Context: an optimization exercise on an open-source flow, tuned for small area, a short achievable clock period and few clock cycles per item. The choices shown serve that exercise and are no tape-out recipe. Only the layout flow was run in this run; the RTL was not checked for function there. Power and IR drop assume default switching activity.

--- run.sh ---
#!/bin/bash
# synth_recipe.tcl (not shown) runs the flow's synth.tcl, then flattens the netlist and writes it again
# the make line also repeats each setting of config.mk as NAME=value (left out here)
make -C /OpenROAD-flow-scripts/flow DESIGN_CONFIG=/design/flow/config.mk WORK_HOME=/design/flow/orfs CLKGATE_MAP_FILE= SYNTH_SCRIPT=/design/flow/synth_recipe.tcl finish
--- config.mk ---
export PLATFORM = sky130hd
export DESIGN_NAME = trailing_moving_average
export DESIGN_NICKNAME = trailing_moving_average
export VERILOG_FILES = /design/flow/design.v
export SDC_FILE = /design/flow/constraint.sdc
export NUM_CORES = 4
export LEC_CHECK = 0
export ABC_CLOCK_PERIOD_IN_PS = 3400
export CAP_MARGIN = 20
export CORE_MARGIN = 2
export CORE_UTILIZATION = 40
export SETUP_SLACK_MARGIN = 4.6
export SLEW_MARGIN = 20
--- design.v ---
`timescale 1ns / 1ps
`default_nettype none
package tma_pkg;
    localparam int MAX_WINDOW = 64;
    localparam int DATA_W     = 32;
    localparam int CFG_W      = 7;
    localparam int SLOT_W     = $clog2(MAX_WINDOW);
    localparam int CNT_W      = $clog2(MAX_WINDOW + 1);
    localparam int SUM_W      = DATA_W + SLOT_W;
    localparam int ITER_W     = $clog2(SUM_W);
    localparam logic [CFG_W-1:0] WINDOW_RESET = CFG_W'(4);
    typedef struct packed {
        logic cfg_write;
        logic accept;
        logic read_old;
        logic update;
        logic div_load;
        logic div_step;
        logic out_load;
    } t_ctrl_cmd;
    typedef struct packed {
        logic div_last;
    } t_dp_status;
    function automatic logic [CNT_W-1:0] eff_window(input logic [CFG_W-1:0] v);
        logic [CNT_W-1:0] w;
        if (v == '0) begin
            w = CNT_W'(1);
        end else if (int'(v) > MAX_WINDOW) begin
            w = CNT_W'(MAX_WINDOW);
        end else begin
            w = CNT_W'(v);
        end
        eff_window = w;
    endfunction
endpackage
`default_nettype wire
`timescale 1ns / 1ps
`default_nettype none
module trailing_moving_average (
    input  wire logic                              i_clk,
    input  wire logic                              i_rst_n,
    input  wire logic                              i_valid,
    output logic                                   o_stall,
    input  wire logic signed [tma_pkg::DATA_W-1:0] i_sample,
    input  wire logic                              i_first_of_set,
    output logic                                   o_valid,
    input  wire logic                              i_stall,
    output logic signed [tma_pkg::DATA_W-1:0]      o_average,
    input  wire logic                              i_cfg_valid,
    output logic                                   o_cfg_ready,
    input  wire logic [tma_pkg::CFG_W-1:0]         i_cfg_data
);
    localparam int DW    = 32;
    localparam int SW    = 38;
    localparam int LW    = 6;               
    localparam int DIV_K = 2;               
    localparam int DIV_S = DW / DIV_K;      
    logic en;       
    logic sk_v;     
    assign o_stall     = sk_v;
    assign o_cfg_ready = !sk_v;
    logic          v0, c0, f0;
    logic [DW-1:0] d0;
    logic [6:0]    g0;
    always_ff @(posedge i_clk) begin
        if (!i_rst_n) begin
            v0 <= 1'b0;
            c0 <= 1'b0;
        end else if (en) begin
            v0 <= i_valid;
            c0 <= i_cfg_valid;
        end
    end
    always_ff @(posedge i_clk) begin
        if (en) begin
            d0 <= i_sample;
            f0 <= i_first_of_set;
            g0 <= i_cfg_data;
        end
    end
    logic [LW-1:0] wm1;                
    logic [LW:0]   fill;               
    logic [LW:0]   f;
    logic          full;
    logic [LW-1:0] g_m1;
    assign f    = f0 ? '0 : fill;
    assign full = (f > {1'b0, wm1});
    assign g_m1 = (g0 == 7'd0) ? 6'd0 : (g0 >= 7'd64) ? 6'd63 : 6'(g0 - 7'd1);
    always_ff @(posedge i_clk) begin
        if (!i_rst_n) begin
            wm1  <= 6'd3;
            fill <= '0;
        end else if (en) begin
            if (c0) begin
                wm1  <= g_m1;
                fill <= '0;
            end else if (v0) begin
                fill <= f + {6'd0, !full};
            end
        end
    end
    logic [DW-1:0] so [LW+1];          
    logic [DW-1:0] last;               
    assign so[0] = d0;
    for (genvar i = 0; i < LW; i++) begin : g_seg
        localparam int J = LW - 1 - i;
        localparam int L = 1 << J;
        logic [DW-1:0] e [L];
        always_ff @(posedge i_clk) begin
            if (en && v0) begin
                e[0] <= so[i];
                for (int k = 1; k < L; k++) begin
                    e[k] <= e[k-1];
                end
            end
        end
        assign so[i+1] = wm1[J] ? e[L-1] : so[i];
    end
    always_ff @(posedge i_clk) begin
        if (en && v0) begin
            last <= so[LW];
        end
    end
    logic          v1, clr1;
    logic [DW-1:0] d1, o1;
    logic [LW-1:0] m1;                 
    always_ff @(posedge i_clk) begin
        if (!i_rst_n) begin
            v1 <= 1'b0;
        end else if (en) begin
            v1 <= v0;
        end
    end
    always_ff @(posedge i_clk) begin
        if (en) begin
            d1   <= d0;
            o1   <= full ? last : '0;
            clr1 <= (f == '0);
            m1   <= full ? wm1 : f[LW-1:0];
        end
    end
    logic          v2, clr2;
    logic [DW:0]   dl2;
    logic [LW-1:0] m2;
    always_ff @(posedge i_clk) begin
        if (!i_rst_n) begin
            v2 <= 1'b0;
        end else if (en) begin
            v2 <= v1;
        end
    end
    always_ff @(posedge i_clk) begin
        if (en) begin
            dl2  <= {d1[DW-1], d1} - {o1[DW-1], o1};
            clr2 <= clr1;
            m2   <= m1;
        end
    end
    logic          v3;
    logic [SW-1:0] sum;
    logic [LW-1:0] m3;
    always_ff @(posedge i_clk) begin
        if (!i_rst_n) begin
            v3 <= 1'b0;
        end else if (en) begin
            v3 <= v2;
        end
    end
    always_ff @(posedge i_clk) begin
        if (en) begin
            m3 <= m2;
            if (v2) begin
                sum <= (clr2 ? '0 : sum) + {{(SW-DW-1){dl2[DW]}}, dl2};
            end
        end
    end
    logic          v4;
    logic [SW-1:0] u4;
    logic [LW-1:0] m4;
    logic [LW:0]   n3;
    logic [SW-1:0] corr;
    assign n3   = {1'b0, m3} + 7'd1;
    assign corr = {n3, 24'd0, sum[SW-1] ? {1'b0, m3} : 7'd0};
    always_ff @(posedge i_clk) begin
        if (!i_rst_n) begin
            v4 <= 1'b0;
        end else if (en) begin
            v4 <= v3;
        end
    end
    always_ff @(posedge i_clk) begin
        if (en) begin
            u4 <= sum + corr;
            m4 <= m3;
        end
    end
    logic          dv [DIV_S];
    logic [5:0]    dr [DIV_S];
    logic [DW-1:0] dx [DIV_S];
    logic [LW-1:0] dm [DIV_S];
    for (genvar s = 0; s < DIV_S; s++) begin : g_div
        logic          iv;
        logic [LW-1:0] im;
        logic [5:0]    r [DIV_K+1];
        logic [DW-1:0] x [DIV_K+1];
        if (s == 0) begin : g_first
            assign iv   = v4;
            assign im   = m4;
            assign r[0] = u4[SW-1:DW];
            assign x[0] = u4[DW-1:0];
        end else begin : g_next
            assign iv   = dv[s-1];
            assign im   = dm[s-1];
            assign r[0] = dr[s-1];
            assign x[0] = dx[s-1];
        end
        for (genvar k = 0; k < DIV_K / 2; k++) begin : g_step
            logic [7:0] trial;
            logic [8:0] d1, d2, d3;
            logic [1:0] q;
            assign trial = {r[k], x[k][DW-1:DW-2]};
            assign d1    = {1'b0, trial} + ~{3'b000, im};              
            assign d2    = {1'b0, trial} + ~{2'b00, im, 1'b1};          
            assign d3    = {1'b0, trial} + ~{3'b000, im} + ~{2'b00, im, 1'b1};   
            always_comb begin
                if (!d3[8]) begin
                    q      = 2'd3;
                    r[k+1] = d3[5:0];
                end else if (!d2[8]) begin
                    q      = 2'd2;
                    r[k+1] = d2[5:0];
                end else if (!d1[8]) begin
                    q      = 2'd1;
                    r[k+1] = d1[5:0];
                end else begin
                    q      = 2'd0;
                    r[k+1] = trial[5:0];
                end
            end
            assign x[k+1] = {x[k][DW-3:0], q};
        end
        always_ff @(posedge i_clk) begin
            if (!i_rst_n) begin
                dv[s] <= 1'b0;
            end else if (en) begin
                dv[s] <= iv;
            end
        end
        always_ff @(posedge i_clk) begin
            if (en) begin
                dr[s] <= r[DIV_K/2];
                dx[s] <= x[DIV_K/2];
                dm[s] <= im;
            end
        end
    end
    logic          vl;
    logic [DW-1:0] res;
    logic          out_v;
    logic [DW-1:0] out_d, sk_d;
    logic          pop, push;
    assign vl   = dv[DIV_S-1];
    assign res  = dx[DIV_S-1] ^ 32'h8000_0000;
    assign pop  = out_v && !i_stall;
    assign push = en && vl;
    always_ff @(posedge i_clk) begin
        if (!i_rst_n) begin
            out_v <= 1'b0;
            sk_v  <= 1'b0;
            en    <= 1'b1;
        end else begin
            out_v <= pop ? (sk_v || push) : (out_v || push);
            sk_v  <= sk_v ? !pop : (out_v && !pop && push);
            en    <= sk_v ? pop : !(out_v && !pop && push);
        end
    end
    always_ff @(posedge i_clk) begin
        if (!out_v || !i_stall) begin
            out_d <= sk_v ? sk_d : res;
        end
        if (en) begin
            sk_d <= res;
        end
    end
    assign o_valid   = out_v;
    assign o_average = out_d;
endmodule
`default_nettype wire
--- constraint.sdc ---
create_clock -name core_clock -period 8.0 [get_ports {i_clk}]
set_input_delay 1.6000 -clock core_clock [delete_from_list [all_inputs] [get_ports {i_clk}]]
set_output_delay 1.6000 -clock core_clock [all_outputs]
set_load 0.01 [all_outputs]
==> metrics.csv <==
metric;value;unit
coreArea;285000;sq um
die_w;539;um
synthesis.nets;6364;
hold_viol;0;
fin_util;0.473;
highest_layer;met4;
syn-instance-count;5893;
fin_setup_tns;0;ps
reg2regPathDepth;16;
synthMuxAreaShare;0.0449;
synth_enable_flop_cells;3043;
routed_via_density;4.82;
ys.warnings.count;44;
start_util;0.402;
met3_length;6410;um
drv_cap;0;
die_height;539;um
synth_compound_area_frac;0.0393;
cts.path.max_buffers;4;
seqCellArea;92100;sq um
hold-path-cell-count;0;
fillers;23500;
route.detailed.drc;0;
drtPass1Iterations;6;
regToRegStartpoint;dm[5][0]$_DFFE_PP_;
final_antenna_net_count;0;
critPathCaptureType;register;
ys_ff_latch;3081;
powerDensity;337;nW/um^2
num_vias;50600;
rsz0062_at_grt;true;
yosys.area_share.simple;0.0323;
drive_gt1_frac;0.207;
finalCritPeriodShare;0.470;
place_inst;9700;
routabilityCongestion;0.811;
clk_pin_slew;60;ps
fp-row-count;196;
fin_nets;6957;
status;no timing/DRC/antenna violations;
synth_xor_area_frac;0.0199;
clock_latency;880;ps
synth_top_family_by_area;adder cells;
fmax;266;MHz
grt_pass1_vias;50700;
ys_async_sr_fraction;0;
cp.arrival;4320;ps
setup_ws;4240;ps
required;8560;ps
grt_pass1_wl;279000;um
ys_types;72;
cts_num_sinks;3081;
vdd_ir_drop_max;0.195;mV
htreeDepth;5;
reg2reg_slack;4240;ps
wl_per_cell;16.9;um
met2_length;79900;um
avgSynthCellArea;19.5;sq um
cts_tree;done;
drt-initial-drc-count;3869;
wirelength;177000;um
relSlewSlack;0.235;
ys_seq_area_frac;0.803;
p_leak;46.9;nW
dpl.hpwl;99500;um
setup-violations-final;0;
crit_start;dm[5][0]$_DFFE_PP_;
finalInstanceArea;135000;sq um
fin_skew;113;ps
tightestPinTransition;1140;ps
antenna_found_initial;5;
synth_flop_cell;edfxtp_1;
synthAdderAreaFrac;0.0497;
slew_viol_final;0;
min_period;3760;ps
m1WireLength;85300;um
ioPinCount;80;
cts_buffers;316;
multi_input_area;23700;sq um
ctsHoldBuffers;0;
synthesis.area;115000;sq um
critPathMaxFanout;3;
placed_cell_area;120000;sq um
critPathKind;reg2reg;
syn2layout_area_growth;17.5;%
hold_class;reg2reg;
grt_max_degree;225;
portBuffers;79;
grt-ovfl-total;0;
cts_root_buf;clkbuf_16;
hp-start;g_seg[4].e[0][16]$_DFFE_PP_;
worstSetupStartpointType;register;
grt_usage;0.118;
fin_cells;10500;
place_ws;3860;ps
dieArea;291000;sq um
==> layer usage <==
layer,global-route usage,vias to the layer above
met5,0,-
met4,0.0412,0
met3,0.0193,379
met2,0.180,817
met1,0.171,25300
li1,-,24000
==> registers in the layout (all words and copies together), names as in the netlist, 33 cells and up <==
name,flops
sum,38
dm,90
dl2,33
dx,512
u4,38
dr,90
g_seg.e,2016
==> cells in the final DEF (no fill, tap or decap), drive strengths merged, types with 88 or more instances in the layout <==
cell type / synthesis / layout
nand2: 128 / 128
o21ai: 115 / 115
xnor2: 173 / 173
a21o: 125 / 125
clkinv: 3 / 124
edfxtp: 3043 / 3043
ha: 377 / 377
xor2: 88 / 88
inv: 234 / 248
nor2b: 156 / 156
clkbuf: 50 / 385
mux2: 298 / 298
nor2: 147 / 147
mux2i: 129 / 129
buf: 19 / 262
a21oi: 251 / 251
==> cell families (layout without fill, tap and decap cells) <==
family                   Yosys count  count (layout)
XOR/XNOR                         261             261
multiplexers                     427             427
flip-flops                      3081            3081
other                              0               2
buffers and inverters            306            1142
AND/OR/NAND/NOR                  685             685
AO/OA/AOI/OAI                    707             709
adder cells (fa/ha/maj)          426             426
==> worst max-delay path, stage by stage (launching register included) <==
cell and delay [ps]:
edfxtp_1 400, inv_2 100, ha_4 140, inv_2 30, fa_2 370, nor2b_2 130
o21ai_2 80, a21oi_2 230, buf_4 180, o21ai_2 70, nand2b_4 110, ha_4 190
o211ai_1 380, o31ai_4 170, a22oi_2 260, o41a_1 320, mux2_4 320
==> worst paths after layout <==
| kind | to |
|---|---|
| hold reg to reg | g_seg[4].e[1][16]$_DFFE_PP_ |
| hold / removal | g_seg[4].e[1][16]$_DFFE_PP_ |
| setup reg to reg | dr[6][0]$_DFFE_PP_ |
| setup / recovery | dr[6][0]$_DFFE_PP_ |
==> final cells by class <==
| class | count | area share |
|---|---|---|
| inverters | 237 | 0.00669 |
| clock buffers | 385 | 0.0614 |
| clock inverters | 178 | 0.0142 |
| diodes | 2 | 0.0000371 |
| flip-flops and latches | 3081 | 0.684 |
| repair buffers | 342 | 0.0234 |
| multi-input cells | 2508 | 0.176 |
| well taps | 3762 | 0.0349 |
==> per-stage QoR <==
step / hold WS [ps] / total power (W)
after CTS: 379 / 0.0446
after detailed placement: 405 / 0.0281
after global placement: 400 / 0.0279
final: 386 / 0.0454
after global routing: 389 / 0.0477
after floorplan: 400 / 0.0269
==> Yosys cell counts, types with 24 or more instances <==
cell type | n | area (sq um)
edfxtp_1 | 3043 | 91400
ha_1 | 377 | 4720
a21oi_1 | 251 | 1260
inv_1 | 233 | 875
xnor2_1 | 173 | 1520
mux2_2 | 163 | 1840
nor2b_1 | 156 | 976
nor2_1 | 147 | 552
mux2_4 | 135 | 2030
mux2i_1 | 129 | 1290
nand2_1 | 128 | 480
a21o_1 | 125 | 938
o21ai_0 | 109 | 546
xor2_1 | 88 | 771
nor3_1 | 69 | 345
clkbuf_1 | 50 | 188
fa_1 | 49 | 981
nand3_1 | 39 | 195
dfxtp_1 | 38 | 761
a211oi_1 | 34 | 255
nand2b_1 | 30 | 188
o21a_1 | 28 | 210
o21bai_1 | 25 | 188
a31oi_1 | 24 | 150
==> what timing repair did <==
| action | in CTS | in global routing |
|---|---|---|
| cloned | 3 | 0 |
| resized for setup | 394 | 202 |
| setup buffers | 135 | 91 |
| pin swaps | 116 | 150 |
| setup endpoints to repair | 147 | 124 |
==> report_power, final <==
part	internal (W)	leakage, nW	switching, W
registers	0.0196	29.6	0.000700
logic	0.00556	12.3	0.00522
clock network	0.00841	4.94	0.00596

## port drivers added, routing unchanged
In the flow no input, the clock included, has a driving cell. The finished layout below was timed again as built, in two steps. Step 1 assumes that a clkbuf_16 drives the clock port and a buf_2 every other input. Step 2 adds t to the input delays and takes it off the output delays; t is the mean of the earliest and latest rising clock arrival at the registers after step 1. Input paths then give back, and output paths get back, about the clock's delay inside the block. Slacks: ideal ports / drivers / drivers and shift; pairs: ideal ports / drivers.
t, ns: 0.919
slack for setup (ns): 4.236 / 4.236 / 4.236
worst hold slack (ns): 0.386 / 0.386 / 0.386
After both steps setup and hold are still met in this run. The setup slack of this run moves by 0.000 ns with the drivers and by 0.000 ns with both steps.
